This design comes from an exercise in tuning for small area, a short achievable clock period and few clock cycles per item on the open sky130 flow, not from production work.
Function was checked by simulation only, so behaviour that the tests miss may differ from the original.
Power is estimated from default activity; no workload was simulated.

$ cat flow/config.mk
export PLATFORM = sky130hd
export DESIGN_NAME = nearest_centroid_color_classifier_core
export DESIGN_NICKNAME = nearest_centroid_color_classifier_core
export VERILOG_FILES = /design/flow/design.v
export SDC_FILE = /design/flow/constraint.sdc
export NUM_CORES = 4
export LEC_CHECK = 0
export CAP_MARGIN = 20
export CORE_MARGIN = 2
export CORE_UTILIZATION = 50
export PLACE_DENSITY = 0.65
export SETUP_SLACK_MARGIN = 3.9
export SLEW_MARGIN = 20
export SYNTH_HIERARCHICAL = 1
$ cat flow/constraint.sdc
create_clock -name core_clock -period 7.0 [get_ports {clk}]
set_input_delay 1.4000 -clock core_clock [delete_from_list [all_inputs] [get_ports {clk}]]
set_output_delay 1.4000 -clock core_clock [all_outputs]
set_load 0.01 [all_outputs]
$ cat flow/design.v
`timescale 1ns / 1ps
package ncc_pkg;
    localparam int CHAN_W = 12;
    localparam int SQ_W   = 2 * CHAN_W;
    localparam int DIST_W = SQ_W + 2;
    localparam int IDX_W  = 4;
    localparam int CNT_W  = 5;
    localparam logic [CNT_W-1:0] CNT_RESET = 5'd16;
    localparam logic REQ_LOAD     = 1'b0;
    localparam logic REQ_CLASSIFY = 1'b1;
    typedef struct packed {
        logic [CHAN_W-1:0] y;
        logic [CHAN_W-1:0] cb;
        logic [CHAN_W-1:0] cr;
    } colour_t;
    localparam int COLOUR_W = 3 * CHAN_W;
endpackage
`timescale 1ns / 1ps
module ncc_fa (
    input  logic a,
    input  logic b,
    input  logic c,
    output logic s,
    output logic co
);
    assign s  = a ^ b ^ c;
    assign co = (a & b) | (a & c) | (b & c);
endmodule
module ncc_ha (
    input  logic a,
    input  logic b,
    output logic s,
    output logic co
);
    assign s  = a ^ b;
    assign co = a & b;
endmodule
`timescale 1ns / 1ps
module ncc_absd (
    input  logic [11:0] a,
    input  logic [11:0] b,
    output logic [11:0] m
);
    logic [12:0] df;
    assign df = {1'b0, a} - {1'b0, b};
    assign m  = (df[11:0] ^ {12{df[12]}}) + {11'd0, df[12]};
endmodule
module ncc_sq3_0 (
    input  logic [11:0] m0,
    input  logic [11:0] m1,
    input  logic [11:0] m2,
    output logic [56:0] co
);
    wire fs0, fc0;
    ncc_fa u_fa0 (.a(~m0[0]), .b(~m1[0]), .c(~m2[0]), .s(fs0), .co(fc0));
    wire fs1, fc1;
    ncc_fa u_fa1 (.a(~(m0[1] & ~m0[0])), .b(~(m1[1] & ~m1[0])), .c(~(m2[1] & ~m2[0])), .s(fs1), .co(fc1));
    wire fs2, fc2;
    ncc_fa u_fa2 (.a(~(m0[0] & m0[2])), .b(~(m0[0] & m0[1])), .c(~(m1[0] & m1[2])), .s(fs2), .co(fc2));
    wire fs3, fc3;
    ncc_fa u_fa3 (.a(~(m1[0] & m1[1])), .b(~(m2[0] & m2[2])), .c(~(m2[0] & m2[1])), .s(fs3), .co(fc3));
    wire fs4, fc4;
    ncc_fa u_fa4 (.a(~(m0[0] & m0[3])), .b(~(m0[2] & ~m0[1])), .c(~(m1[0] & m1[3])), .s(fs4), .co(fc4));
    wire fs5, fc5;
    ncc_fa u_fa5 (.a(~(m1[2] & ~m1[1])), .b(~(m2[0] & m2[3])), .c(~(m2[2] & ~m2[1])), .s(fs5), .co(fc5));
    wire fs6, fc6;
    ncc_fa u_fa6 (.a(~(m0[0] & m0[4])), .b(~(m0[1] & m0[3])), .c(~(m0[1] & m0[2])), .s(fs6), .co(fc6));
    wire fs7, fc7;
    ncc_fa u_fa7 (.a(~(m1[0] & m1[4])), .b(~(m1[1] & m1[3])), .c(~(m1[1] & m1[2])), .s(fs7), .co(fc7));
    wire fs8, fc8;
    ncc_fa u_fa8 (.a(~(m2[0] & m2[4])), .b(~(m2[1] & m2[3])), .c(~(m2[1] & m2[2])), .s(fs8), .co(fc8));
    wire fs9, fc9;
    ncc_fa u_fa9 (.a(~(m0[0] & m0[5])), .b(~(m0[1] & m0[4])), .c(~(m0[3] & ~m0[2])), .s(fs9), .co(fc9));
    wire fs10, fc10;
    ncc_fa u_fa10 (.a(~(m1[0] & m1[5])), .b(~(m1[1] & m1[4])), .c(~(m1[3] & ~m1[2])), .s(fs10), .co(fc10));
    wire fs11, fc11;
    ncc_fa u_fa11 (.a(~(m2[0] & m2[5])), .b(~(m2[1] & m2[4])), .c(~(m2[3] & ~m2[2])), .s(fs11), .co(fc11));
    wire fs12, fc12;
    ncc_fa u_fa12 (.a(~(m0[0] & m0[6])), .b(~(m0[1] & m0[5])), .c(~(m0[2] & m0[4])), .s(fs12), .co(fc12));
    wire fs13, fc13;
    ncc_fa u_fa13 (.a(~(m0[2] & m0[3])), .b(~(m1[0] & m1[6])), .c(~(m1[1] & m1[5])), .s(fs13), .co(fc13));
    wire fs14, fc14;
    ncc_fa u_fa14 (.a(~(m1[2] & m1[4])), .b(~(m1[2] & m1[3])), .c(~(m2[0] & m2[6])), .s(fs14), .co(fc14));
    wire fs15, fc15;
    ncc_fa u_fa15 (.a(~(m2[1] & m2[5])), .b(~(m2[2] & m2[4])), .c(~(m2[2] & m2[3])), .s(fs15), .co(fc15));
    wire fs16, fc16;
    ncc_fa u_fa16 (.a(~(m0[0] & m0[7])), .b(~(m0[1] & m0[6])), .c(~(m0[2] & m0[5])), .s(fs16), .co(fc16));
    wire fs17, fc17;
    ncc_fa u_fa17 (.a(~(m0[4] & ~m0[3])), .b(~(m1[0] & m1[7])), .c(~(m1[1] & m1[6])), .s(fs17), .co(fc17));
    wire fs18, fc18;
    ncc_fa u_fa18 (.a(~(m1[2] & m1[5])), .b(~(m1[4] & ~m1[3])), .c(~(m2[0] & m2[7])), .s(fs18), .co(fc18));
    wire fs19, fc19;
    ncc_fa u_fa19 (.a(~(m2[1] & m2[6])), .b(~(m2[2] & m2[5])), .c(~(m2[4] & ~m2[3])), .s(fs19), .co(fc19));
    wire fs20, fc20;
    ncc_fa u_fa20 (.a(~(m0[0] & m0[8])), .b(~(m0[1] & m0[7])), .c(~(m0[2] & m0[6])), .s(fs20), .co(fc20));
    wire fs21, fc21;
    ncc_fa u_fa21 (.a(~(m0[3] & m0[5])), .b(~(m0[3] & m0[4])), .c(~(m1[0] & m1[8])), .s(fs21), .co(fc21));
    wire fs22, fc22;
    ncc_fa u_fa22 (.a(~(m1[1] & m1[7])), .b(~(m1[2] & m1[6])), .c(~(m1[3] & m1[5])), .s(fs22), .co(fc22));
    wire fs23, fc23;
    ncc_fa u_fa23 (.a(~(m1[3] & m1[4])), .b(~(m2[0] & m2[8])), .c(~(m2[1] & m2[7])), .s(fs23), .co(fc23));
    wire fs24, fc24;
    ncc_fa u_fa24 (.a(~(m2[2] & m2[6])), .b(~(m2[3] & m2[5])), .c(~(m2[3] & m2[4])), .s(fs24), .co(fc24));
    wire fs25, fc25;
    ncc_fa u_fa25 (.a(~(m0[0] & m0[9])), .b(~(m0[1] & m0[8])), .c(~(m0[2] & m0[7])), .s(fs25), .co(fc25));
    wire fs26, fc26;
    ncc_fa u_fa26 (.a(~(m0[3] & m0[6])), .b(~(m0[5] & ~m0[4])), .c(~(m1[0] & m1[9])), .s(fs26), .co(fc26));
    wire fs27, fc27;
    ncc_fa u_fa27 (.a(~(m1[1] & m1[8])), .b(~(m1[2] & m1[7])), .c(~(m1[3] & m1[6])), .s(fs27), .co(fc27));
    wire fs28, fc28;
    ncc_fa u_fa28 (.a(~(m1[5] & ~m1[4])), .b(~(m2[0] & m2[9])), .c(~(m2[1] & m2[8])), .s(fs28), .co(fc28));
    wire fs29, fc29;
    ncc_fa u_fa29 (.a(~(m2[2] & m2[7])), .b(~(m2[3] & m2[6])), .c(~(m2[5] & ~m2[4])), .s(fs29), .co(fc29));
    wire fs30, fc30;
    ncc_fa u_fa30 (.a(~(m0[0] & m0[10])), .b(~(m0[1] & m0[9])), .c(~(m0[2] & m0[8])), .s(fs30), .co(fc30));
    wire fs31, fc31;
    ncc_fa u_fa31 (.a(~(m0[3] & m0[7])), .b(~(m0[4] & m0[6])), .c(~(m0[4] & m0[5])), .s(fs31), .co(fc31));
    wire fs32, fc32;
    ncc_fa u_fa32 (.a(~(m1[0] & m1[10])), .b(~(m1[1] & m1[9])), .c(~(m1[2] & m1[8])), .s(fs32), .co(fc32));
    wire fs33, fc33;
    ncc_fa u_fa33 (.a(~(m1[3] & m1[7])), .b(~(m1[4] & m1[6])), .c(~(m1[4] & m1[5])), .s(fs33), .co(fc33));
    wire fs34, fc34;
    ncc_fa u_fa34 (.a(~(m2[0] & m2[10])), .b(~(m2[1] & m2[9])), .c(~(m2[2] & m2[8])), .s(fs34), .co(fc34));
    wire fs35, fc35;
    ncc_fa u_fa35 (.a(~(m2[3] & m2[7])), .b(~(m2[4] & m2[6])), .c(~(m2[4] & m2[5])), .s(fs35), .co(fc35));
    wire fs36, fc36;
    ncc_fa u_fa36 (.a(~(m0[0] & m0[11])), .b(~(m0[1] & m0[10])), .c(~(m0[2] & m0[9])), .s(fs36), .co(fc36));
    wire fs37, fc37;
    ncc_fa u_fa37 (.a(~(m0[3] & m0[8])), .b(~(m0[4] & m0[7])), .c(~(m0[6] & ~m0[5])), .s(fs37), .co(fc37));
    wire fs38, fc38;
    ncc_fa u_fa38 (.a(~(m1[0] & m1[11])), .b(~(m1[1] & m1[10])), .c(~(m1[2] & m1[9])), .s(fs38), .co(fc38));
    wire fs39, fc39;
    ncc_fa u_fa39 (.a(~(m1[3] & m1[8])), .b(~(m1[4] & m1[7])), .c(~(m1[6] & ~m1[5])), .s(fs39), .co(fc39));
    wire fs40, fc40;
    ncc_fa u_fa40 (.a(~(m2[0] & m2[11])), .b(~(m2[1] & m2[10])), .c(~(m2[2] & m2[9])), .s(fs40), .co(fc40));
    wire fs41, fc41;
    ncc_fa u_fa41 (.a(~(m2[3] & m2[8])), .b(~(m2[4] & m2[7])), .c(~(m2[6] & ~m2[5])), .s(fs41), .co(fc41));
    wire fs42, fc42;
    ncc_fa u_fa42 (.a(~(m0[1] & m0[11])), .b(~(m0[2] & m0[10])), .c(~(m0[3] & m0[9])), .s(fs42), .co(fc42));
    wire fs43, fc43;
    ncc_fa u_fa43 (.a(~(m0[4] & m0[8])), .b(~(m0[5] & m0[7])), .c(~(m0[5] & m0[6])), .s(fs43), .co(fc43));
    wire fs44, fc44;
    ncc_fa u_fa44 (.a(~(m1[1] & m1[11])), .b(~(m1[2] & m1[10])), .c(~(m1[3] & m1[9])), .s(fs44), .co(fc44));
    wire fs45, fc45;
    ncc_fa u_fa45 (.a(~(m1[4] & m1[8])), .b(~(m1[5] & m1[7])), .c(~(m1[5] & m1[6])), .s(fs45), .co(fc45));
    wire fs46, fc46;
    ncc_fa u_fa46 (.a(~(m2[1] & m2[11])), .b(~(m2[2] & m2[10])), .c(~(m2[3] & m2[9])), .s(fs46), .co(fc46));
    wire fs47, fc47;
    ncc_fa u_fa47 (.a(~(m2[4] & m2[8])), .b(~(m2[5] & m2[7])), .c(~(m2[5] & m2[6])), .s(fs47), .co(fc47));
    wire fs48, fc48;
    ncc_fa u_fa48 (.a(~(m0[2] & m0[11])), .b(~(m0[3] & m0[10])), .c(~(m0[4] & m0[9])), .s(fs48), .co(fc48));
    wire fs49, fc49;
    ncc_fa u_fa49 (.a(~(m0[5] & m0[8])), .b(~(m0[7] & ~m0[6])), .c(~(m1[2] & m1[11])), .s(fs49), .co(fc49));
    wire fs50, fc50;
    ncc_fa u_fa50 (.a(~(m1[3] & m1[10])), .b(~(m1[4] & m1[9])), .c(~(m1[5] & m1[8])), .s(fs50), .co(fc50));
    wire fs51, fc51;
    ncc_fa u_fa51 (.a(~(m1[7] & ~m1[6])), .b(~(m2[2] & m2[11])), .c(~(m2[3] & m2[10])), .s(fs51), .co(fc51));
    wire fs52, fc52;
    ncc_fa u_fa52 (.a(~(m2[4] & m2[9])), .b(~(m2[5] & m2[8])), .c(~(m2[7] & ~m2[6])), .s(fs52), .co(fc52));
    wire fs53, fc53;
    ncc_fa u_fa53 (.a(~(m0[3] & m0[11])), .b(~(m0[4] & m0[10])), .c(~(m0[5] & m0[9])), .s(fs53), .co(fc53));
    wire fs54, fc54;
    ncc_fa u_fa54 (.a(~(m0[6] & m0[8])), .b(~(m0[6] & m0[7])), .c(~(m1[3] & m1[11])), .s(fs54), .co(fc54));
    wire fs55, fc55;
    ncc_fa u_fa55 (.a(~(m1[4] & m1[10])), .b(~(m1[5] & m1[9])), .c(~(m1[6] & m1[8])), .s(fs55), .co(fc55));
    wire fs56, fc56;
    ncc_fa u_fa56 (.a(~(m1[6] & m1[7])), .b(~(m2[3] & m2[11])), .c(~(m2[4] & m2[10])), .s(fs56), .co(fc56));
    wire fs57, fc57;
    ncc_fa u_fa57 (.a(~(m2[5] & m2[9])), .b(~(m2[6] & m2[8])), .c(~(m2[6] & m2[7])), .s(fs57), .co(fc57));
    wire fs58, fc58;
    ncc_fa u_fa58 (.a(~(m0[4] & m0[11])), .b(~(m0[5] & m0[10])), .c(~(m0[6] & m0[9])), .s(fs58), .co(fc58));
    wire fs59, fc59;
    ncc_fa u_fa59 (.a(~(m0[8] & ~m0[7])), .b(~(m1[4] & m1[11])), .c(~(m1[5] & m1[10])), .s(fs59), .co(fc59));
    wire fs60, fc60;
    ncc_fa u_fa60 (.a(~(m1[6] & m1[9])), .b(~(m1[8] & ~m1[7])), .c(~(m2[4] & m2[11])), .s(fs60), .co(fc60));
    wire fs61, fc61;
    ncc_fa u_fa61 (.a(~(m2[5] & m2[10])), .b(~(m2[6] & m2[9])), .c(~(m2[8] & ~m2[7])), .s(fs61), .co(fc61));
    wire fs62, fc62;
    ncc_fa u_fa62 (.a(~(m0[5] & m0[11])), .b(~(m0[6] & m0[10])), .c(~(m0[7] & m0[9])), .s(fs62), .co(fc62));
    wire fs63, fc63;
    ncc_fa u_fa63 (.a(~(m0[7] & m0[8])), .b(~(m1[5] & m1[11])), .c(~(m1[6] & m1[10])), .s(fs63), .co(fc63));
    wire fs64, fc64;
    ncc_fa u_fa64 (.a(~(m1[7] & m1[9])), .b(~(m1[7] & m1[8])), .c(~(m2[5] & m2[11])), .s(fs64), .co(fc64));
    wire fs65, fc65;
    ncc_fa u_fa65 (.a(~(m2[6] & m2[10])), .b(~(m2[7] & m2[9])), .c(~(m2[7] & m2[8])), .s(fs65), .co(fc65));
    wire fs66, fc66;
    ncc_fa u_fa66 (.a(~(m0[6] & m0[11])), .b(~(m0[7] & m0[10])), .c(~(m0[9] & ~m0[8])), .s(fs66), .co(fc66));
    wire fs67, fc67;
    ncc_fa u_fa67 (.a(~(m1[6] & m1[11])), .b(~(m1[7] & m1[10])), .c(~(m1[9] & ~m1[8])), .s(fs67), .co(fc67));
    wire fs68, fc68;
    ncc_fa u_fa68 (.a(~(m2[6] & m2[11])), .b(~(m2[7] & m2[10])), .c(~(m2[9] & ~m2[8])), .s(fs68), .co(fc68));
    wire fs69, fc69;
    ncc_fa u_fa69 (.a(~(m0[7] & m0[11])), .b(~(m0[8] & m0[10])), .c(~(m0[8] & m0[9])), .s(fs69), .co(fc69));
    wire fs70, fc70;
    ncc_fa u_fa70 (.a(~(m1[7] & m1[11])), .b(~(m1[8] & m1[10])), .c(~(m1[8] & m1[9])), .s(fs70), .co(fc70));
    wire fs71, fc71;
    ncc_fa u_fa71 (.a(~(m2[7] & m2[11])), .b(~(m2[8] & m2[10])), .c(~(m2[8] & m2[9])), .s(fs71), .co(fc71));
    wire fs72, fc72;
    ncc_fa u_fa72 (.a(~(m0[8] & m0[11])), .b(~(m0[10] & ~m0[9])), .c(~(m1[8] & m1[11])), .s(fs72), .co(fc72));
    wire fs73, fc73;
    ncc_fa u_fa73 (.a(~(m1[10] & ~m1[9])), .b(~(m2[8] & m2[11])), .c(~(m2[10] & ~m2[9])), .s(fs73), .co(fc73));
    wire fs74, fc74;
    ncc_fa u_fa74 (.a(~(m0[9] & m0[11])), .b(~(m0[9] & m0[10])), .c(~(m1[9] & m1[11])), .s(fs74), .co(fc74));
    wire fs75, fc75;
    ncc_fa u_fa75 (.a(~(m1[9] & m1[10])), .b(~(m2[9] & m2[11])), .c(~(m2[9] & m2[10])), .s(fs75), .co(fc75));
    wire fs76, fc76;
    ncc_fa u_fa76 (.a(~(m0[11] & ~m0[10])), .b(~(m1[11] & ~m1[10])), .c(~(m2[11] & ~m2[10])), .s(fs76), .co(fc76));
    wire fs77, fc77;
    ncc_fa u_fa77 (.a(~(m0[10] & m0[11])), .b(~(m1[10] & m1[11])), .c(~(m2[10] & m2[11])), .s(fs77), .co(fc77));
    wire fs78, fc78;
    ncc_fa u_fa78 (.a(fs2), .b(fs3), .c(fc1), .s(fs78), .co(fc78));
    wire fs79, fc79;
    ncc_fa u_fa79 (.a(fs4), .b(fs5), .c(fc2), .s(fs79), .co(fc79));
    wire fs80, fc80;
    ncc_fa u_fa80 (.a(fs6), .b(fs7), .c(fs8), .s(fs80), .co(fc80));
    wire fs81, fc81;
    ncc_fa u_fa81 (.a(fs9), .b(fs10), .c(fs11), .s(fs81), .co(fc81));
    wire fs82, fc82;
    ncc_fa u_fa82 (.a(fc6), .b(fc7), .c(fc8), .s(fs82), .co(fc82));
    wire fs83, fc83;
    ncc_fa u_fa83 (.a(fs12), .b(fs13), .c(fs14), .s(fs83), .co(fc83));
    wire fs84, fc84;
    ncc_fa u_fa84 (.a(fs15), .b(fc9), .c(fc10), .s(fs84), .co(fc84));
    wire fs85, fc85;
    ncc_fa u_fa85 (.a(fs16), .b(fs17), .c(fs18), .s(fs85), .co(fc85));
    wire fs86, fc86;
    ncc_fa u_fa86 (.a(fs19), .b(fc12), .c(fc13), .s(fs86), .co(fc86));
    wire fs87, fc87;
    ncc_fa u_fa87 (.a(fs20), .b(fs21), .c(fs22), .s(fs87), .co(fc87));
    wire fs88, fc88;
    ncc_fa u_fa88 (.a(fs23), .b(fs24), .c(fc16), .s(fs88), .co(fc88));
    wire fs89, fc89;
    ncc_fa u_fa89 (.a(fc17), .b(fc18), .c(fc19), .s(fs89), .co(fc89));
    wire fs90, fc90;
    ncc_fa u_fa90 (.a(fs25), .b(fs26), .c(fs27), .s(fs90), .co(fc90));
    wire fs91, fc91;
    ncc_fa u_fa91 (.a(fs28), .b(fs29), .c(fc20), .s(fs91), .co(fc91));
    wire fs92, fc92;
    ncc_fa u_fa92 (.a(fc21), .b(fc22), .c(fc23), .s(fs92), .co(fc92));
    wire fs93, fc93;
    ncc_fa u_fa93 (.a(fs30), .b(fs31), .c(fs32), .s(fs93), .co(fc93));
    wire fs94, fc94;
    ncc_fa u_fa94 (.a(fs33), .b(fs34), .c(fs35), .s(fs94), .co(fc94));
    wire fs95, fc95;
    ncc_fa u_fa95 (.a(fc25), .b(fc26), .c(fc27), .s(fs95), .co(fc95));
    wire fs96, fc96;
    ncc_fa u_fa96 (.a(fs36), .b(fs37), .c(fs38), .s(fs96), .co(fc96));
    wire fs97, fc97;
    ncc_fa u_fa97 (.a(fs39), .b(fs40), .c(fs41), .s(fs97), .co(fc97));
    wire fs98, fc98;
    ncc_fa u_fa98 (.a(fc30), .b(fc31), .c(fc32), .s(fs98), .co(fc98));
    wire fs99, fc99;
    ncc_fa u_fa99 (.a(fc33), .b(fc34), .c(fc35), .s(fs99), .co(fc99));
    wire fs100, fc100;
    ncc_fa u_fa100 (.a(fs42), .b(fs43), .c(fs44), .s(fs100), .co(fc100));
    wire fs101, fc101;
    ncc_fa u_fa101 (.a(fs45), .b(fs46), .c(fs47), .s(fs101), .co(fc101));
    wire fs102, fc102;
    ncc_fa u_fa102 (.a(fc36), .b(fc37), .c(fc38), .s(fs102), .co(fc102));
    wire fs103, fc103;
    ncc_fa u_fa103 (.a(fc39), .b(fc40), .c(fc41), .s(fs103), .co(fc103));
    wire fs104, fc104;
    ncc_fa u_fa104 (.a(fs48), .b(fs49), .c(fs50), .s(fs104), .co(fc104));
    wire fs105, fc105;
    ncc_fa u_fa105 (.a(fs51), .b(fs52), .c(fc42), .s(fs105), .co(fc105));
    wire fs106, fc106;
    ncc_fa u_fa106 (.a(fc43), .b(fc44), .c(fc45), .s(fs106), .co(fc106));
    wire fs107, fc107;
    ncc_fa u_fa107 (.a(fs53), .b(fs54), .c(fs55), .s(fs107), .co(fc107));
    wire fs108, fc108;
    ncc_fa u_fa108 (.a(fs56), .b(fs57), .c(fc48), .s(fs108), .co(fc108));
    wire fs109, fc109;
    ncc_fa u_fa109 (.a(fc49), .b(fc50), .c(fc51), .s(fs109), .co(fc109));
    wire fs110, fc110;
    ncc_fa u_fa110 (.a(fs58), .b(fs59), .c(fs60), .s(fs110), .co(fc110));
    wire fs111, fc111;
    ncc_fa u_fa111 (.a(fs61), .b(fc53), .c(fc54), .s(fs111), .co(fc111));
    wire fs112, fc112;
    ncc_fa u_fa112 (.a(fc55), .b(fc56), .c(fc57), .s(fs112), .co(fc112));
    wire fs113, fc113;
    ncc_fa u_fa113 (.a(fs62), .b(fs63), .c(fs64), .s(fs113), .co(fc113));
    wire fs114, fc114;
    ncc_fa u_fa114 (.a(fs65), .b(fc58), .c(fc59), .s(fs114), .co(fc114));
    wire fs115, fc115;
    ncc_fa u_fa115 (.a(fs66), .b(fs67), .c(fs68), .s(fs115), .co(fc115));
    wire fs116, fc116;
    ncc_fa u_fa116 (.a(fc62), .b(fc63), .c(fc64), .s(fs116), .co(fc116));
    wire fs117, fc117;
    ncc_fa u_fa117 (.a(fs69), .b(fs70), .c(fs71), .s(fs117), .co(fc117));
    wire fs118, fc118;
    ncc_fa u_fa118 (.a(fc66), .b(fc67), .c(fc68), .s(fs118), .co(fc118));
    wire fs119, fc119;
    ncc_fa u_fa119 (.a(fs72), .b(fs73), .c(fc69), .s(fs119), .co(fc119));
    wire fs120, fc120;
    ncc_fa u_fa120 (.a(fs74), .b(fs75), .c(fc72), .s(fs120), .co(fc120));
    wire fs121, fc121;
    ncc_fa u_fa121 (.a(fs76), .b(fc74), .c(fc75), .s(fs121), .co(fc121));
    wire fs122, fc122;
    ncc_fa u_fa122 (.a(fs79), .b(fc3), .c(fc78), .s(fs122), .co(fc122));
    wire fs123, fc123;
    ncc_fa u_fa123 (.a(fs80), .b(fc4), .c(fc5), .s(fs123), .co(fc123));
    wire fs124, fc124;
    ncc_fa u_fa124 (.a(fs81), .b(fs82), .c(fc80), .s(fs124), .co(fc124));
    wire fs125, fc125;
    ncc_fa u_fa125 (.a(fs83), .b(fs84), .c(fc11), .s(fs125), .co(fc125));
    wire fs126, fc126;
    ncc_fa u_fa126 (.a(fs85), .b(fs86), .c(fc14), .s(fs126), .co(fc126));
    wire fs127, fc127;
    ncc_fa u_fa127 (.a(fc15), .b(fc83), .c(fc84), .s(fs127), .co(fc127));
    wire fs128, fc128;
    ncc_fa u_fa128 (.a(fs87), .b(fs88), .c(fs89), .s(fs128), .co(fc128));
    wire fs129, fc129;
    ncc_fa u_fa129 (.a(fs90), .b(fs91), .c(fs92), .s(fs129), .co(fc129));
    wire fs130, fc130;
    ncc_fa u_fa130 (.a(fc24), .b(fc87), .c(fc88), .s(fs130), .co(fc130));
    wire fs131, fc131;
    ncc_fa u_fa131 (.a(fs93), .b(fs94), .c(fs95), .s(fs131), .co(fc131));
    wire fs132, fc132;
    ncc_fa u_fa132 (.a(fc28), .b(fc29), .c(fc90), .s(fs132), .co(fc132));
    wire fs133, fc133;
    ncc_fa u_fa133 (.a(fs96), .b(fs97), .c(fs98), .s(fs133), .co(fc133));
    wire fs134, fc134;
    ncc_fa u_fa134 (.a(fs99), .b(fc93), .c(fc94), .s(fs134), .co(fc134));
    wire fs135, fc135;
    ncc_fa u_fa135 (.a(fs100), .b(fs101), .c(fs102), .s(fs135), .co(fc135));
    wire fs136, fc136;
    ncc_fa u_fa136 (.a(fs103), .b(fc96), .c(fc97), .s(fs136), .co(fc136));
    wire fs137, fc137;
    ncc_fa u_fa137 (.a(fs104), .b(fs105), .c(fs106), .s(fs137), .co(fc137));
    wire fs138, fc138;
    ncc_fa u_fa138 (.a(fc46), .b(fc47), .c(fc100), .s(fs138), .co(fc138));
    wire fs139, fc139;
    ncc_fa u_fa139 (.a(fc101), .b(fc102), .c(fc103), .s(fs139), .co(fc139));
    wire fs140, fc140;
    ncc_fa u_fa140 (.a(fs107), .b(fs108), .c(fs109), .s(fs140), .co(fc140));
    wire fs141, fc141;
    ncc_fa u_fa141 (.a(fc52), .b(fc104), .c(fc105), .s(fs141), .co(fc141));
    wire fs142, fc142;
    ncc_fa u_fa142 (.a(fs110), .b(fs111), .c(fs112), .s(fs142), .co(fc142));
    wire fs143, fc143;
    ncc_fa u_fa143 (.a(fc107), .b(fc108), .c(fc109), .s(fs143), .co(fc143));
    wire fs144, fc144;
    ncc_fa u_fa144 (.a(fs113), .b(fs114), .c(fc60), .s(fs144), .co(fc144));
    wire fs145, fc145;
    ncc_fa u_fa145 (.a(fc61), .b(fc110), .c(fc111), .s(fs145), .co(fc145));
    wire fs146, fc146;
    ncc_fa u_fa146 (.a(fs115), .b(fs116), .c(fc65), .s(fs146), .co(fc146));
    wire fs147, fc147;
    ncc_fa u_fa147 (.a(fs117), .b(fs118), .c(fc115), .s(fs147), .co(fc147));
    wire fs148, fc148;
    ncc_fa u_fa148 (.a(fs119), .b(fc70), .c(fc71), .s(fs148), .co(fc148));
    wire fs149, fc149;
    ncc_fa u_fa149 (.a(fs120), .b(fc73), .c(fc119), .s(fs149), .co(fc149));
    wire fs150, fc150;
    ncc_fa u_fa150 (.a(fs77), .b(fc76), .c(fc121), .s(fs150), .co(fc150));
    wire fs151, fc151;
    ncc_fa u_fa151 (.a(fs123), .b(fc79), .c(fc122), .s(fs151), .co(fc151));
    wire fs152, fc152;
    ncc_fa u_fa152 (.a(fs125), .b(fc81), .c(fc82), .s(fs152), .co(fc152));
    wire fs153, fc153;
    ncc_fa u_fa153 (.a(fs126), .b(fs127), .c(fc125), .s(fs153), .co(fc153));
    wire fs154, fc154;
    ncc_fa u_fa154 (.a(fs128), .b(fc85), .c(fc86), .s(fs154), .co(fc154));
    wire fs155, fc155;
    ncc_fa u_fa155 (.a(fs129), .b(fs130), .c(fc89), .s(fs155), .co(fc155));
    wire fs156, fc156;
    ncc_fa u_fa156 (.a(fs131), .b(fs132), .c(fc91), .s(fs156), .co(fc156));
    wire fs157, fc157;
    ncc_fa u_fa157 (.a(fc92), .b(fc129), .c(fc130), .s(fs157), .co(fc157));
    wire fs158, fc158;
    ncc_fa u_fa158 (.a(fs133), .b(fs134), .c(fc95), .s(fs158), .co(fc158));
    wire fs159, fc159;
    ncc_fa u_fa159 (.a(fs135), .b(fs136), .c(fc98), .s(fs159), .co(fc159));
    wire fs160, fc160;
    ncc_fa u_fa160 (.a(fc99), .b(fc133), .c(fc134), .s(fs160), .co(fc160));
    wire fs161, fc161;
    ncc_fa u_fa161 (.a(fs137), .b(fs138), .c(fs139), .s(fs161), .co(fc161));
    wire fs162, fc162;
    ncc_fa u_fa162 (.a(fs140), .b(fs141), .c(fc106), .s(fs162), .co(fc162));
    wire fs163, fc163;
    ncc_fa u_fa163 (.a(fc137), .b(fc138), .c(fc139), .s(fs163), .co(fc163));
    wire fs164, fc164;
    ncc_fa u_fa164 (.a(fs142), .b(fs143), .c(fc140), .s(fs164), .co(fc164));
    wire fs165, fc165;
    ncc_fa u_fa165 (.a(fs144), .b(fs145), .c(fc112), .s(fs165), .co(fc165));
    wire fs166, fc166;
    ncc_fa u_fa166 (.a(fs146), .b(fc113), .c(fc114), .s(fs166), .co(fc166));
    wire fs167, fc167;
    ncc_fa u_fa167 (.a(fs147), .b(fc116), .c(fc146), .s(fs167), .co(fc167));
    wire fs168, fc168;
    ncc_fa u_fa168 (.a(fs148), .b(fc117), .c(fc118), .s(fs168), .co(fc168));
    wire fs169, fc169;
    ncc_fa u_fa169 (.a(fs121), .b(fc120), .c(fc149), .s(fs169), .co(fc169));
    wire hs170, hc170;
    ncc_fa u_ha170 (.a(fs154), .b(fc126), .c(1'b1), .s(hs170), .co(hc170));
    wire hs171, hc171;
    ncc_fa u_ha171 (.a(fs155), .b(fc128), .c(1'b1), .s(hs171), .co(hc171));
    wire hs172, hc172;
    ncc_fa u_ha172 (.a(fs156), .b(fs157), .c(1'b1), .s(hs172), .co(hc172));
    wire fs173, fc173;
    ncc_fa u_fa173 (.a(fs158), .b(fc131), .c(fc132), .s(fs173), .co(fc173));
    wire hs174, hc174;
    ncc_fa u_ha174 (.a(fc156), .b(fc157), .c(1'b1), .s(hs174), .co(hc174));
    wire fs175, fc175;
    ncc_fa u_fa175 (.a(fs159), .b(fs160), .c(fc158), .s(fs175), .co(fc175));
    wire fs176, fc176;
    ncc_fa u_fa176 (.a(fs161), .b(fc135), .c(fc136), .s(fs176), .co(fc176));
    wire hs177, hc177;
    ncc_fa u_ha177 (.a(fc159), .b(fc160), .c(1'b1), .s(hs177), .co(hc177));
    wire fs178, fc178;
    ncc_fa u_fa178 (.a(fs162), .b(fs163), .c(fc161), .s(fs178), .co(fc178));
    wire fs179, fc179;
    ncc_fa u_fa179 (.a(fs164), .b(fc141), .c(fc162), .s(fs179), .co(fc179));
    wire fs180, fc180;
    ncc_fa u_fa180 (.a(fs165), .b(fc142), .c(fc143), .s(fs180), .co(fc180));
    wire fs181, fc181;
    ncc_fa u_fa181 (.a(fs166), .b(fc144), .c(fc145), .s(fs181), .co(fc181));
    assign co = {fc150, fc77, fc169, fs150, fs169, fc168, fc148, fs149, fc167, fc147, fs168, fc181, fc166, fs167, fc180, fc165, fs181, fc179, fc164, fs180, fc178, fc163, fs179, hc177, fc176, fs178, fc175, hs177, fs176, hc174, fc173, fs175, hc172, hs174, fs173, hc171, fc155, hs172, hc170, fc154, hs171, fc153, fc127, hs170, fc152, fs153, fc124, fs152, fc151, fc123, fs124, fs151, fs122, fs78, fs1, fc0, fs0};
endmodule
module ncc_sq3_1 (
    input  logic [56:0] ci,
    output logic [25:0] r0,
    output logic [25:0] r1
);
    wire hs0, hc0;
    ncc_fa u_ha0 (.a(ci[6]), .b(ci[7]), .c(1'b1), .s(hs0), .co(hc0));
    wire hs1, hc1;
    ncc_fa u_ha1 (.a(ci[9]), .b(ci[10]), .c(1'b1), .s(hs1), .co(hc1));
    wire hs2, hc2;
    ncc_fa u_ha2 (.a(ci[11]), .b(ci[12]), .c(1'b1), .s(hs2), .co(hc2));
    wire fs3, fc3;
    ncc_fa u_fa3 (.a(ci[13]), .b(ci[14]), .c(ci[15]), .s(fs3), .co(fc3));
    wire fs4, fc4;
    ncc_fa u_fa4 (.a(ci[16]), .b(ci[17]), .c(ci[18]), .s(fs4), .co(fc4));
    wire fs5, fc5;
    ncc_fa u_fa5 (.a(ci[19]), .b(ci[20]), .c(ci[21]), .s(fs5), .co(fc5));
    wire fs6, fc6;
    ncc_fa u_fa6 (.a(ci[22]), .b(ci[23]), .c(ci[24]), .s(fs6), .co(fc6));
    wire fs7, fc7;
    ncc_fa u_fa7 (.a(ci[25]), .b(ci[26]), .c(ci[27]), .s(fs7), .co(fc7));
    wire fs8, fc8;
    ncc_fa u_fa8 (.a(ci[28]), .b(ci[29]), .c(ci[30]), .s(fs8), .co(fc8));
    wire fs9, fc9;
    ncc_fa u_fa9 (.a(ci[31]), .b(ci[32]), .c(ci[33]), .s(fs9), .co(fc9));
    wire fs10, fc10;
    ncc_fa u_fa10 (.a(ci[34]), .b(ci[35]), .c(ci[36]), .s(fs10), .co(fc10));
    wire fs11, fc11;
    ncc_fa u_fa11 (.a(ci[37]), .b(ci[38]), .c(ci[39]), .s(fs11), .co(fc11));
    wire fs12, fc12;
    ncc_fa u_fa12 (.a(ci[40]), .b(ci[41]), .c(ci[42]), .s(fs12), .co(fc12));
    wire fs13, fc13;
    ncc_fa u_fa13 (.a(ci[43]), .b(ci[44]), .c(ci[45]), .s(fs13), .co(fc13));
    wire fs14, fc14;
    ncc_fa u_fa14 (.a(ci[46]), .b(ci[47]), .c(ci[48]), .s(fs14), .co(fc14));
    wire fs15, fc15;
    ncc_fa u_fa15 (.a(ci[49]), .b(ci[50]), .c(ci[51]), .s(fs15), .co(fc15));
    assign r0 = {1'b1, ci[55], ci[53], ci[52], fs15, fs14, fs13, fs12, fs11, fs10, fs9, fs8, fs7, fs6, fs5, fs4, fs3, hs2, hs1, hs0, ci[5], ci[4], ci[3], ci[2], ci[1], ci[0]};
    assign r1 = {1'b1, ci[56], ci[54], fc15, fc14, fc13, fc12, fc11, fc10, fc9, fc8, fc7, fc6, fc5, fc4, fc3, hc2, hc1, hc0, ci[8], 1'b1, 1'b1, 1'b1, 1'b1, 1'b1, 1'b1};
endmodule
module ncc_add26 (
    input  logic [25:0] r0,
    input  logic [25:0] r1,
    output logic [25:0] y
);
    assign y = r0 + r1;
endmodule
`timescale 1ns / 1ps
module nearest_centroid_color_classifier_core
(
    input  logic                        clk,
    input  logic                        rst_n,
    input  logic                        cfg_wr_en,
    input  logic [ncc_pkg::CNT_W-1:0]   cfg_wr_data,
    input  logic                        in_valid,
    output logic                        in_stall,
    input  logic                        req_type,
    input  logic [ncc_pkg::IDX_W-1:0]   entry_index,
    input  logic [ncc_pkg::CHAN_W-1:0]  chan_y,
    input  logic [ncc_pkg::CHAN_W-1:0]  chan_cb,
    input  logic [ncc_pkg::CHAN_W-1:0]  chan_cr,
    output logic                        out_valid,
    input  logic                        out_stall,
    output logic [ncc_pkg::IDX_W-1:0]   class_index
);
    logic        stall_q;
    logic [4:0]  cnt_q;
    logic        fire, ld_fire, cl_fire;
    logic [35:0] pix_in;
    logic [35:0] tab [16];
    assign in_stall = stall_q;
    assign fire     = in_valid & ~stall_q;
    assign ld_fire  = fire & (req_type == ncc_pkg::REQ_LOAD);
    assign cl_fire  = fire & (req_type == ncc_pkg::REQ_CLASSIFY);
    assign pix_in   = {chan_y, chan_cb, chan_cr};
    always_ff @(posedge clk or negedge rst_n)
    begin
        if (!rst_n)
            cnt_q <= ncc_pkg::CNT_RESET;
        else if (cfg_wr_en)
            cnt_q <= cfg_wr_data;
    end
    logic        s1_v;
    logic [4:0]  s1_n;
    logic [35:0] s_pix;
    logic [35:0] s_pixn;
    always_ff @(posedge clk or negedge rst_n)
    begin
        if (!rst_n)
            s1_v <= 1'b0;
        else
            s1_v <= cl_fire;
    end
    always_ff @(posedge clk)
    begin
        s1_n <= cnt_q;
        s_pix <= pix_in;
        s_pixn <= ~pix_in;
    end
    logic       ld_q;
    logic [3:0] ld_idx_q;
    always_ff @(posedge clk or negedge rst_n)
    begin
        if (!rst_n)
            ld_q <= 1'b0;
        else
            ld_q <= ld_fire;
    end
    always_ff @(posedge clk)
        ld_idx_q <= entry_index;
    for (genvar i = 0; i < 16; i++)
    begin : g_tab
        always_ff @(posedge clk)
        begin
            if (ld_q && ld_idx_q == 4'(i))
                tab[i] <= (i < 8) ? s_pix : s_pixn;
        end
    end
    function automatic logic [11:0] absdiff12(input logic [11:0] a, input logic [11:0] b);
        logic [11:0] g, p, gg, pp, cin;
        logic        c;
        g  = a & ~b;
        p  = ~(a ^ b);
        gg = g;
        pp = p;
        for (int d = 1; d < 12; d = d * 2)
            for (int i = 11; i >= d; i--)
            begin
                gg[i] = gg[i] | (pp[i] & gg[i-d]);
                pp[i] = pp[i] & pp[i-d];
            end
        c = gg[11];
        cin[0] = c;
        for (int i = 1; i < 12; i++)
            cin[i] = gg[i-1] | (pp[i-1] & c);
        absdiff12 = (p ^ cin) ^ {12{~c}};
    endfunction
    logic [16*3*12-1:0] ad_m;
    for (genvar i = 0; i < 16; i++)
    begin : g_ad
        assign ad_m[(i*3+0)*12 +: 12] = (i < 8) ? absdiff12(s_pix[35:24], tab[i][35:24]) : absdiff12(~s_pixn[35:24], ~tab[i][35:24]);
        assign ad_m[(i*3+1)*12 +: 12] = (i < 8) ? absdiff12(s_pix[23:12], tab[i][23:12]) : absdiff12(~s_pixn[23:12], ~tab[i][23:12]);
        assign ad_m[(i*3+2)*12 +: 12] = (i < 8) ? absdiff12(s_pix[11:0], tab[i][11:0]) : absdiff12(~s_pixn[11:0], ~tab[i][11:0]);
    end
    logic        s2_v;
    logic [4:0]  s2_n;
    logic [16*3*12-1:0] s2_m;
    always_ff @(posedge clk or negedge rst_n)
        if (!rst_n) s2_v <= 1'b0; else s2_v <= s1_v;
    always_ff @(posedge clk)
    begin
        s2_n <= s1_n;
        s2_m <= ad_m;
    end
    logic [16*57-1:0] cs0_co;
    for (genvar i = 0; i < 16; i++)
    begin : g_cs0
        ncc_sq3_0 u_cs (.m0(s2_m[(i*3+0)*12 +: 12]), .m1(s2_m[(i*3+1)*12 +: 12]), .m2(s2_m[(i*3+2)*12 +: 12]), .co(cs0_co[i*57 +: 57]));
    end
    logic        s3_v;
    logic [4:0]  s3_n;
    logic [16*57-1:0] s3_c;
    always_ff @(posedge clk or negedge rst_n)
        if (!rst_n) s3_v <= 1'b0; else s3_v <= s2_v;
    always_ff @(posedge clk)
    begin
        s3_n <= s2_n;
        s3_c <= cs0_co;
    end
    logic [16*26-1:0] cs1_r0;
    logic [16*26-1:0] cs1_r1;
    for (genvar i = 0; i < 16; i++)
    begin : g_cs1
        ncc_sq3_1 u_cs (.ci(s3_c[i*57 +: 57]), .r0(cs1_r0[i*26 +: 26]), .r1(cs1_r1[i*26 +: 26]));
    end
    logic [16*26-1:0] dsum;
    for (genvar i = 0; i < 16; i++)
    begin : g_add
        assign dsum[i*26 +: 26] = ~(cs1_r0[i*26 +: 26] + cs1_r1[i*26 +: 26] + 26'd1);
    end
    logic        s4_v;
    logic [4:0]  s4_n;
    logic [16*26-1:0] s4_d;
    always_ff @(posedge clk or negedge rst_n)
        if (!rst_n) s4_v <= 1'b0; else s4_v <= s3_v;
    always_ff @(posedge clk)
    begin
        s4_n <= s3_n;
        s4_d <= dsum;
    end
    logic [15:0] th;
    always_comb
        for (int k = 0; k < 16; k++)
            th[k] = (s4_n > 5'(k));
    wire        sel_l1_0 = th[1] & (s4_d[26 +: 26] < s4_d[0 +: 26]);
    wire [25:0] d_l1_0 = sel_l1_0 ? s4_d[26 +: 26] : s4_d[0 +: 26];
    wire [0:0]  i_l1_0 = sel_l1_0;
    wire        sel_l1_1 = th[3] & (s4_d[78 +: 26] < s4_d[52 +: 26]);
    wire [25:0] d_l1_1 = sel_l1_1 ? s4_d[78 +: 26] : s4_d[52 +: 26];
    wire [0:0]  i_l1_1 = sel_l1_1;
    wire        sel_l1_2 = th[5] & (s4_d[130 +: 26] < s4_d[104 +: 26]);
    wire [25:0] d_l1_2 = sel_l1_2 ? s4_d[130 +: 26] : s4_d[104 +: 26];
    wire [0:0]  i_l1_2 = sel_l1_2;
    wire        sel_l1_3 = th[7] & (s4_d[182 +: 26] < s4_d[156 +: 26]);
    wire [25:0] d_l1_3 = sel_l1_3 ? s4_d[182 +: 26] : s4_d[156 +: 26];
    wire [0:0]  i_l1_3 = sel_l1_3;
    wire        sel_l1_4 = th[9] & (s4_d[234 +: 26] < s4_d[208 +: 26]);
    wire [25:0] d_l1_4 = sel_l1_4 ? s4_d[234 +: 26] : s4_d[208 +: 26];
    wire [0:0]  i_l1_4 = sel_l1_4;
    wire        sel_l1_5 = th[11] & (s4_d[286 +: 26] < s4_d[260 +: 26]);
    wire [25:0] d_l1_5 = sel_l1_5 ? s4_d[286 +: 26] : s4_d[260 +: 26];
    wire [0:0]  i_l1_5 = sel_l1_5;
    wire        sel_l1_6 = th[13] & (s4_d[338 +: 26] < s4_d[312 +: 26]);
    wire [25:0] d_l1_6 = sel_l1_6 ? s4_d[338 +: 26] : s4_d[312 +: 26];
    wire [0:0]  i_l1_6 = sel_l1_6;
    wire        sel_l1_7 = th[15] & (s4_d[390 +: 26] < s4_d[364 +: 26]);
    wire [25:0] d_l1_7 = sel_l1_7 ? s4_d[390 +: 26] : s4_d[364 +: 26];
    wire [0:0]  i_l1_7 = sel_l1_7;
    logic        s5_v;
    logic [25:0] qd_l1_0;
    logic [0:0]  qi_l1_0;
    logic [25:0] qd_l1_1;
    logic [0:0]  qi_l1_1;
    logic [25:0] qd_l1_2;
    logic [0:0]  qi_l1_2;
    logic [25:0] qd_l1_3;
    logic [0:0]  qi_l1_3;
    logic [25:0] qd_l1_4;
    logic [0:0]  qi_l1_4;
    logic [25:0] qd_l1_5;
    logic [0:0]  qi_l1_5;
    logic [25:0] qd_l1_6;
    logic [0:0]  qi_l1_6;
    logic [25:0] qd_l1_7;
    logic [0:0]  qi_l1_7;
    logic        s5_th2;
    logic        s5_th6;
    logic        s5_th10;
    logic        s5_th14;
    logic        s5_th4;
    logic        s5_th12;
    logic        s5_th8;
    always_ff @(posedge clk or negedge rst_n)
        if (!rst_n) s5_v <= 1'b0; else s5_v <= s4_v;
    always_ff @(posedge clk)
    begin
        qd_l1_0 <= d_l1_0;
        qi_l1_0 <= i_l1_0;
        qd_l1_1 <= d_l1_1;
        qi_l1_1 <= i_l1_1;
        qd_l1_2 <= d_l1_2;
        qi_l1_2 <= i_l1_2;
        qd_l1_3 <= d_l1_3;
        qi_l1_3 <= i_l1_3;
        qd_l1_4 <= d_l1_4;
        qi_l1_4 <= i_l1_4;
        qd_l1_5 <= d_l1_5;
        qi_l1_5 <= i_l1_5;
        qd_l1_6 <= d_l1_6;
        qi_l1_6 <= i_l1_6;
        qd_l1_7 <= d_l1_7;
        qi_l1_7 <= i_l1_7;
        s5_th2 <= th[2];
        s5_th6 <= th[6];
        s5_th10 <= th[10];
        s5_th14 <= th[14];
        s5_th4 <= th[4];
        s5_th12 <= th[12];
        s5_th8 <= th[8];
    end
    wire        sel_l2_0 = s5_th2 & (qd_l1_1 < qd_l1_0);
    wire [25:0] d_l2_0 = sel_l2_0 ? qd_l1_1 : qd_l1_0;
    wire [1:0]  i_l2_0 = sel_l2_0 ? {1'b1, qi_l1_1} : {1'b0, qi_l1_0};
    wire        sel_l2_1 = s5_th6 & (qd_l1_3 < qd_l1_2);
    wire [25:0] d_l2_1 = sel_l2_1 ? qd_l1_3 : qd_l1_2;
    wire [1:0]  i_l2_1 = sel_l2_1 ? {1'b1, qi_l1_3} : {1'b0, qi_l1_2};
    wire        sel_l2_2 = s5_th10 & (qd_l1_5 < qd_l1_4);
    wire [25:0] d_l2_2 = sel_l2_2 ? qd_l1_5 : qd_l1_4;
    wire [1:0]  i_l2_2 = sel_l2_2 ? {1'b1, qi_l1_5} : {1'b0, qi_l1_4};
    wire        sel_l2_3 = s5_th14 & (qd_l1_7 < qd_l1_6);
    wire [25:0] d_l2_3 = sel_l2_3 ? qd_l1_7 : qd_l1_6;
    wire [1:0]  i_l2_3 = sel_l2_3 ? {1'b1, qi_l1_7} : {1'b0, qi_l1_6};
    logic        s6_v;
    logic [25:0] qd_l2_0;
    logic [1:0]  qi_l2_0;
    logic [25:0] qd_l2_1;
    logic [1:0]  qi_l2_1;
    logic [25:0] qd_l2_2;
    logic [1:0]  qi_l2_2;
    logic [25:0] qd_l2_3;
    logic [1:0]  qi_l2_3;
    logic        s6_th4;
    logic        s6_th12;
    logic        s6_th8;
    always_ff @(posedge clk or negedge rst_n)
        if (!rst_n) s6_v <= 1'b0; else s6_v <= s5_v;
    always_ff @(posedge clk)
    begin
        qd_l2_0 <= d_l2_0;
        qi_l2_0 <= i_l2_0;
        qd_l2_1 <= d_l2_1;
        qi_l2_1 <= i_l2_1;
        qd_l2_2 <= d_l2_2;
        qi_l2_2 <= i_l2_2;
        qd_l2_3 <= d_l2_3;
        qi_l2_3 <= i_l2_3;
        s6_th4 <= s5_th4;
        s6_th12 <= s5_th12;
        s6_th8 <= s5_th8;
    end
    wire        sel_l3_0 = s6_th4 & (qd_l2_1 < qd_l2_0);
    wire [25:0] d_l3_0 = sel_l3_0 ? qd_l2_1 : qd_l2_0;
    wire [2:0]  i_l3_0 = sel_l3_0 ? {1'b1, qi_l2_1} : {1'b0, qi_l2_0};
    wire        sel_l3_1 = s6_th12 & (qd_l2_3 < qd_l2_2);
    wire [25:0] d_l3_1 = sel_l3_1 ? qd_l2_3 : qd_l2_2;
    wire [2:0]  i_l3_1 = sel_l3_1 ? {1'b1, qi_l2_3} : {1'b0, qi_l2_2};
    logic        s7_v;
    logic [25:0] qd_l3_0;
    logic [2:0]  qi_l3_0;
    logic [25:0] qd_l3_1;
    logic [2:0]  qi_l3_1;
    logic        s7_th8;
    always_ff @(posedge clk or negedge rst_n)
        if (!rst_n) s7_v <= 1'b0; else s7_v <= s6_v;
    always_ff @(posedge clk)
    begin
        qd_l3_0 <= d_l3_0;
        qi_l3_0 <= i_l3_0;
        qd_l3_1 <= d_l3_1;
        qi_l3_1 <= i_l3_1;
        s7_th8 <= s6_th8;
    end
    wire        sel_l4_0 = s7_th8 & (qd_l3_1 < qd_l3_0);
    wire [25:0] d_l4_0 = sel_l4_0 ? qd_l3_1 : qd_l3_0;
    wire [3:0]  i_l4_0 = sel_l4_0 ? {1'b1, qi_l3_1} : {1'b0, qi_l3_0};
    wire [3:0] res   = i_l4_0;
    wire       res_v = s7_v;
        localparam int QD = 10;
        logic [3:0] q_d [QD];
        logic       q_v [QD];
        logic [3:0] owed_q;
        logic       pop;
        logic [3:0] owed_n;
        assign pop    = q_v[0] & ~out_stall;
        assign owed_n = owed_q + {3'd0, cl_fire} - {3'd0, pop};
        always_ff @(posedge clk or negedge rst_n)
        begin
            if (!rst_n)
            begin
                owed_q  <= '0;
                stall_q <= 1'b0;
            end
            else
            begin
                owed_q  <= owed_n;
                stall_q <= (owed_n >= 4'(QD));
            end
        end
        for (genvar j = 0; j < QD; j++)
        begin : g_q
            logic       v_sh;
            logic [3:0] d_sh;
            logic       prev_full;
            logic       put;
            if (j + 1 < QD)
            begin : g_sh
                assign v_sh = pop ? q_v[j+1] : q_v[j];
                assign d_sh = pop ? q_d[j+1] : q_d[j];
            end
            else
            begin : g_last
                assign v_sh = pop ? 1'b0 : q_v[j];
                assign d_sh = q_d[j];
            end
            if (j == 0)
            begin : g_p0
                assign prev_full = 1'b1;
            end
            else
            begin : g_pn
                assign prev_full = pop ? q_v[j] : q_v[j-1];
            end
            assign put = res_v & prev_full & ~v_sh;
            always_ff @(posedge clk or negedge rst_n)
            begin
                if (!rst_n)
                    q_v[j] <= 1'b0;
                else
                    q_v[j] <= v_sh | put;
            end
            always_ff @(posedge clk)
            begin
                q_d[j] <= put ? res : d_sh;
            end
        end
        assign out_valid   = q_v[0];
        assign class_index = q_d[0];
    endmodule
$ cat flow/run.sh
#!/bin/bash
# synth_recipe.tcl (not shown) runs the flow's synth.tcl, then flattens the netlist and writes it again
# the make line also repeats each setting of config.mk as NAME=value (left out here)
make -C /OpenROAD-flow-scripts/flow DESIGN_CONFIG=/design/flow/config.mk WORK_HOME=/design/flow/orfs CLKGATE_MAP_FILE= SYNTH_SCRIPT=/design/flow/synth_recipe.tcl finish
==> results of run 1 <==
flip-flops by register name (all words and copies together), names as in the netlist, 36 cells and up:
signal	count
s3_c	912
s2_m	576
tab	576
s4_d	416
q_d	40
s_pix	36
s_pixn	36
cell families (layout without fill, tap and decap cells):
family	Yosys count	after routing	share of synthesized area, %
and+or+nand+nor	5672	5692	10.8
adders and majority gates	4540	4540	34.8
buffers and inverters	3706	3687	10.7
AOI/OAI and AO/OA	3179	3182	8.64
DFF	3041	3041	29.0
xor gates and xnor gates	881	881	3.33
muxes	586	588	2.75
other	32	282	0.0518
Yosys stat by module (local to each module, per instance):
module                                  times used  flip-flops and latches  area [sq um]  cells
ncc_sq3_0                                       16                       0          1790    328
nearest_centroid_color_classifier_core           1                    3041        134000  12400
ncc_sq3_1                                       16                       0           394     53
ncc_fa                                        3168                       0          20.0      1
path summary, 6_finish.rpt:
check,start,end,depth (start not counted)
worst max-delay path,s2_m[351],s3_c[535],7
min in group asynchronous,rst_n,q_v[0],1
worst min register to register,s5_th4,s6_th4,0
max in group asynchronous,rst_n,cnt_q[1],1
worst max register to register,s2_m[351],s3_c[535],7
worst min-delay path,s5_th4,s6_th4,0
layer usage:
| metal | routed length [um] | vias to the layer above | global-route usage, % |
|---|---|---|---|
| li1 | - | 69100 | - |
| met4 | 53400 | 16 | 17.9 |
| met2 | 302000 | 7285 | 43.9 |
| met3 | 67500 | 1861 | 7.54 |
| met5 | 98 | - | 0 |
| met1 | 260000 | 78800 | 35.9 |
cells in the mapped netlist, types with 86 or more instances:
cell      instances  share of area, %
nand2_1        3729               6.0
fa_1           3185                27
dfxtp_1        2397                21
buf_4          1793               5.8
ha_1           1355               7.3
inv_1          1165               1.9
a21oi_1        1119               2.4
nand2b_1        733               2.0
edfxtp_1        616               8.0
a21o_1          569               1.8
o21ai_0         540               1.2
buf_6           534               2.6
xor2_1          471               1.8
mux2_2          415               2.0
xnor2_1         410               1.5
nor2_1          382              0.62
mux2i_1         170              0.73
o21a_1          168              0.54
o21bai_1        155              0.50
nand3_1         153              0.33
nor2b_1         148              0.40
clkbuf_1        146              0.24
nand4_1         138              0.37
nor3_1          134              0.29
a31oi_1          96              0.26
a211oi_1         86              0.28
worst max-delay path, stage by stage, from the launching register on:
cell	delay, ns
dfxtp_4	0.44
buf_6	0.15
nand2_1	0.08
fa_1	0.49
fa_2	0.61
fa_2	0.45
fa_2	0.57
fa_2	0.43
power by group through the flow:
stage | Combinational (mW) | Sequential (mW) | Clock (mW)
2_1_floorplan | 89.8 | 28.7 | 0
3_3_place_gp | 83.1 | 33.2 | 0
3_5_place_dp | 85.1 | 33.3 | 0
4_1_cts | 93.9 | 31.9 | 19.7
5_1_grt | 110 | 32.4 | 20.4
6_report | 98.0 | 32.0 | 19.5
layout by cell type (no fill, tap or decap), drive strengths merged, types with 256 or more instances in the layout:
cell / Yosys / final
xnor2: 410 / 410
edfxtp: 616 / 616
nor2: 382 / 382
inv: 1165 / 1162
a21o: 569 / 569
mux2: 416 / 418
nand2: 3729 / 3731
clkbuf: 146 / 479
nand2b: 733 / 751
ha: 1355 / 1355
fa: 3185 / 3185
a21oi: 1121 / 1122
conb: 32 / 256
buf: 2394 / 1800
dfxtp: 2397 / 2397
o21ai: 552 / 552
xor2: 471 / 471
repair_timing:
action                      CTS  global route
hold endpoints to repair      0             0
setup buffers              1381           341
pin swaps                   657           557
hold buffers                  0             0
gates cloned                  9            19
setup endpoints to repair  1251          1179
gates resized for setup    2045           957
final cells by class:
class / instances / area (sq um)
inverter: 1166 / 4500
antenna: 26 / 65.1
fill: 37900 / 200000
sequential: 3041 / 69500
clock buffer: 472 / 10100
multi-input combinational: 15100 / 149000
tap: 6174 / 7720
clock inverter: 187 / 2140
timing repair buffer: 1862 / 19900
==> run_results.csv, run 1 <==
group,metric,value,unit
floorplanning,initial_core_util,50.1,%
timing,skew,0.0733,ns
clock_network,clock_sinks,3041,
power_and_ir_drop,clkPwrFrac,13.0,%
placed_design,gp_congestion,0.925,
floorplanning,die_area,469000,sq um
setup_path,critical_path.endpoint_type,"register",
placed_design,dp_hpwl,469,mm
drt,drcViolationCount,0,
power_and_ir_drop,netSwitchingFraction,44.4,%
timing,max_freq,298,MHz
floorplanning,die_w,685,um
global_routing,antenna_found_initial,46,
layout,layout-drive-gt1-share,24.1,%
power_and_ir_drop,comb_power_share,65.6,%
synth,synth_seq_cells,3041,
drt,wl_per_cell,24.3,um
power_and_ir_drop,vdd_drop_max,422,uV
drt,wirelength,683,mm
timing,setup_ws,3.64,ns
drt,via_count,157000,
power_and_ir_drop,power,149,mW
setup_path,startpoint_type,"register",
drt,ant_nets,0,
global_routing,grt_max_degree,37,
setup_path,path_class,"reg -> reg",
clock_network,htreeDepth,5,
layout,finalNonFillerCells,28100,
setup_path,crit_fanout,4,
clock_network,root_buffer,"clkbuf_16",
synth,synth.distinct_cells,89,
timing,worst_pin_slew,1.03,ns
floorplanning,pin_count,57,
placed_design,dpl-instance-area,224000,sq um
placed_design,dp_cells,25600,
synth,synth_edf_count,616,
power_and_ir_drop,p_int,83.1,mW
timing,finalCriticalPeriod,3.36,ns
clock_network,cts_made_buffers,352,
setup_path,reg2reg_slack,3.64,ns
power_and_ir_drop,p_leak,107,nW
layout,final_cell_area,263000,sq um
floorplanning,rows,250,
global_routing,grt_pass1_vias,161000,
clock_network,tritoncts,"done",
timing,maxSlewViolCount,0,
setup_path,cp.required,7.84,ns
global_routing,grt_use_total,28.5,%
clock_network,clk_latency,1.01,ns
synth,syn-cell-area,232000,sq um
timing,whs,0.287,ns
setup_path,cp.arrival,4.20,ns
layout,nets,26200,
flow_run,maxCapViolations,0,
synth,synth_flop_cell,"dfxtp_1",
timing,rsz0062_at_grt,"yes",
synth,yosys_warnings,10,
timing,slew_headroom,31.0,%
timing,final_hold_viol_count,0,
floorplanning,core-area,463000,sq um
drt,drtIter0Drc,13600,
timing,timing.setup.tns,0,ns
timing,setup_viol,0,
timing,fin_crit_sh,48.0,%
clock_network,clk_pin_slew,0.07,ns
synth,async_flop_share,0.921,%
hold_path,min_path_type,"reg -> reg",
status,outcome,"complete, no violations",
synth,avgSynthCellArea,10.7,sq um
floorplanning,die_y,685,um
synth,synth_cells,21600,
placed_design,place_ws,2.40,ns
global_routing,overflow,0,
power_and_ir_drop,switchingPower,66.4,mW
clock_network,clk_path_buf_depth,4,
synth,yosysSeqAreaShare,29.0,%
layout,area_growth,13.3,%
global_routing,grt_pass1_wl,1010,mm
placed_design,port_buffers,56,
drt,drt_first_pass_iters,6,
drt,detail_route.vias_per_cell,5.59,
power_and_ir_drop,p_seq_share,21.4,%
power_and_ir_drop,power.density,569,nW/um^2
layout,postLayoutCoreUtil,56.8,%
Testbench counts, summed over its fixed seeds: cycles 5,663, items 5,018.
==> run 2: changes to the inputs <==
--- a/flow/config.mk
+++ b/flow/config.mk
@@ -7,8 +7,8 @@
 export LEC_CHECK = 0
 export CAP_MARGIN = 20
 export CORE_MARGIN = 2
-export CORE_UTILIZATION = 50
-export PLACE_DENSITY = 0.65
-export SETUP_SLACK_MARGIN = 3.9
+export CORE_UTILIZATION = 60
+export PLACE_DENSITY = 0.75
+export SETUP_SLACK_MARGIN = 3.3
 export SLEW_MARGIN = 20
 export SYNTH_HIERARCHICAL = 1
==> run_results.csv, run 2 <==
group,metric,value,unit
synth,yosys_warnings,10,
layout,top_regs,"s3_c x912, s2_m x576, tab x576",
hold_path,min_to,"s3_n[2]",
status,outcome,"complete, no violations",
synth,yosys-top-cells-count,"nand2_1 (3729), fa_1 (3185), dfxtp_1 (2397)",
setup_path,critical_path.endpoint_type,"register",
synth,synth_edf_count,616,
layout,multi_input_area,141000,sq um
drt,ant_nets,0,
global_routing,overflow,0,
layout,layout-drive-gt1-share,9.06,%
global_routing,grt_pass1_vias,156000,
synth,avgSynthCellArea,10.7,sq um
clock_network,cts_made_buffers,340,
setup_path,reg2reg_slack,3.34,ns
hold_path,hold_depth,0,
power_and_ir_drop,power.density,590,nW/um^2
setup_path,worstReg2RegStart,"s4_n[2]",
global_routing,antenna_found_initial,35,
setup_path,crit_chain,"a31oi_1 -> a2111oi_0 -> nand2_1 -> nor3_4 -> buf_4 -> mux2_2",
drt,wirelength,601,mm
setup_path,r2r_end,"qd_l1_6[17]",
layout,largest-register,"s3_c",
drt,detail_route.vias_per_cell,5.89,
floorplanning,die_y,626,um
timing,worst_pin_slew,1.18,ns
power_and_ir_drop,p_leak,94.4,nW
clock_network,tritoncts,"done",
clock_network,clock_sinks,3041,
hold_path,min_path_type,"reg -> reg",
setup_path,ff2ff_path_depth,6,
synth,synth_top_area_share,27.5,%
synth,synth_flop_cell,"dfxtp_1",
setup_path,crit_buf_inv,1,
floorplanning,die_w,626,um
synth,synth_area_leaders,"fa_1 (27%), dfxtp_1 (21%), edfxtp_1 (8.0%), ha_1 (7.3%), nand2_1 (6.0%)",
synth,synth.distinct_cells,89,
synth,synth_cells,21600,
clock_network,htreeDepth,5,
timing,fin_crit_sh,52.3,%
flow_run,maxCapViolations,0,
floorplanning,die_area,392000,sq um
setup_path,crit_fanout,24,
placed_design,place_ws,2.49,ns
setup_path,cpPeakStageDelay,0.92,ns
synth,yosysSeqAreaShare,29.0,%
layout,final_cell_mix,"nand2_1 (3725), fa_1 (3185), dfxtp_1 (1871)",
placed_design,gp_congestion,0.955,
setup_path,critPathTopFamily,"compound AO/OA/AOI/OAI gates",
synth,yosysTopAreaCell,"fa_1",
global_routing,grt_use_total,30.9,%
layout,area_growth,0.759,%
timing,setup_ws,3.34,ns
setup_path,critPathSlowestCell,"dfxtp_1",
synth,synth_seq_cells,3041,
setup_path,cp.required,7.81,ns
synth,yosysMostFrequentCell,"nand2_1",
setup_path,crit_start,"s4_n[2]",
placed_design,port_buffers,56,
synth,syn-cell-area,232000,sq um
drt,drtIter0Drc,13200,
hold_path,min-delay-start,"s2_n[2]",
layout,nets,24500,
timing,max_freq,273,MHz
setup_path,cp.arrival,4.47,ns
layout,fill_cells,30600,
timing,slew_headroom,20.7,%
clock_network,clk_path_buf_depth,4,
synth,async_flop_share,0.921,%
floorplanning,rows,228,
timing,setup_viol,0,
layout,seqCellArea,67900,sq um
timing,rsz0062_at_grt,"no",
floorplanning,initial_core_util,60.2,%
floorplanning,pin_count,57,
setup_path,path_class,"reg -> reg",
timing,timing.setup.tns,0,ns
clock_network,clk_pin_slew,0.06,ns
layout,layout_commonest_cell,"nand2_1",
timing,skew,0.0544,ns
placed_design,dp_hpwl,447,mm
floorplanning,core-area,385000,sq um
drt,drt_first_pass_iters,7,
clock_network,clk_latency,0.96,ns
drt,via_count,149000,
drt,drcViolationCount,0,
timing,final_hold_viol_count,0,
layout,largest_reg_flops,912,
power_and_ir_drop,vdd_drop_max,898,uV
timing,finalCriticalPeriod,3.66,ns
global_routing,grt_pass1_wl,915,mm
setup_path,startpoint_type,"register",
timing,maxSlewViolCount,0,
clock_network,root_buffer,"clkbuf_16",
drt,wl_per_cell,23.7,um
global_routing,grt_max_degree,37,
-- run 2: stage by stage --
stage | hold slack [ns] | total power [mW] | instance area (sq um) | utilization [%] | std cells
after floorplan | 0.310 | 119 | 233000 | - | 21900
after global placement | 0.311 | 116 | 220000 | 57.2 | 24600
after detailed placement | 0.312 | 118 | 220000 | 57.2 | 24600
after CTS | 0.318 | 138 | 233000 | 60.4 | 25300
after global routing | 0.327 | 151 | 234000 | 60.6 | 25300
final | 0.320 | 138 | 234000 | 60.6 | 25400
-- run 2: routing by layer --
layer,up-vias,global-route usage [%],wire length (um)
li1,65600,-,-
met1,74500,38.7,225000
met2,7228,47.0,266000
met3,1909,6.80,57300
met4,12,23.2,52700
met5,-,0.0617,82
-- run 2: per-module statistics from Yosys, one instance, submodules excluded --
module | times used | flip-flops and latches | cell area (sq um)
nearest_centroid_color_classifier_core | 1 | 3041 | 134000
ncc_fa | 3168 | 0 | 20.0
ncc_sq3_0 | 16 | 0 | 1790
ncc_sq3_1 | 16 | 0 | 394
-- run 2: where the power goes --
part	internal (mW)	switching, mW
Sequential	25.9	7.06
Combinational	38.7	47.3
Clock	11.0	7.74
-- run 2: worst max path at each step --
stage | end | slack [ns] | cells past startpoint
finish | qd_l1_6[17] | 3.34 | 6
detailed placement | s2_m[334] | 2.49 | 11
global route | s3_c[136] | 3.26 | 6
CTS | s3_c[298] | 3.30 | 6
floorplan | tab[8][0] | 3.53 | 2
global placement | s2_m[291] | 2.53 | 11
-- run 2: repair_timing --
item / CTS / global route
setup endpoints to repair: 391 / 722
gates resized for setup: 150 / 447
hold buffers: 0 / 0
pin swaps: 0 / 4
setup buffers: 32 / 15
-- run 2: cell families after synthesis --
logic type | share of synthesized area [%]
AND/OR/NAND/NOR | 10.8
adder cells (fa/ha/maj) | 34.8
buffers and inverters | 10.7
AO/OA/AOI/OAI | 8.64
flip-flops | 29.0
XOR/XNOR | 3.33
multiplexers | 2.75
other | 0.0518
-- run 2: area by class of cell --
type	instances	area share (%)
inverters	1166	1.90
well taps	5175	2.77
flip-flops and latches	3041	29.0
diodes	24	0.0257
repair buffers	207	0.796
clock inverters	164	0.789
multi-input cells	15100	60.5
clock buffers	459	4.21

[re-timing with driven ports]
The results above use ideal ports. As a check the final layouts listed here were re-extracted and re-timed, cells and wires unchanged. Step 1 (the two cells are an assumption about what drives the block):
set clk [get_ports {clk}]
set_driving_cell -lib_cell sky130_fd_sc_hd__clkbuf_16 $clk
set_driving_cell -lib_cell sky130_fd_sc_hd__buf_2 [delete_from_list [all_inputs] $clk]
Step 2 times the ports against the registers' clock, not the clock port: input delays grow and output delays shrink by t, the midpoint of the rising clock arrivals with the driver on. a / b / c = ideal ports / drivers / drivers and shift; a / b = the first two.
run | t (ns) | setup WS [ns] | hold slack, ns | worst register clock-pin slew, ns
run 1 | 1.102 | 3.643 / 3.643 / 3.042 | 0.287 / 0.287 / 0.287 | 0.07 / 0.07
run 2 | 1.052 | 3.339 / 3.339 / 2.871 | 0.320 / 0.320 / 0.320 | 0.07 / 0.07
After both steps setup and hold are still met in every run listed. For run 1, which loses most, drivers alone change the setup slack by 0.000 ns; drivers and shift together by -0.601 ns.
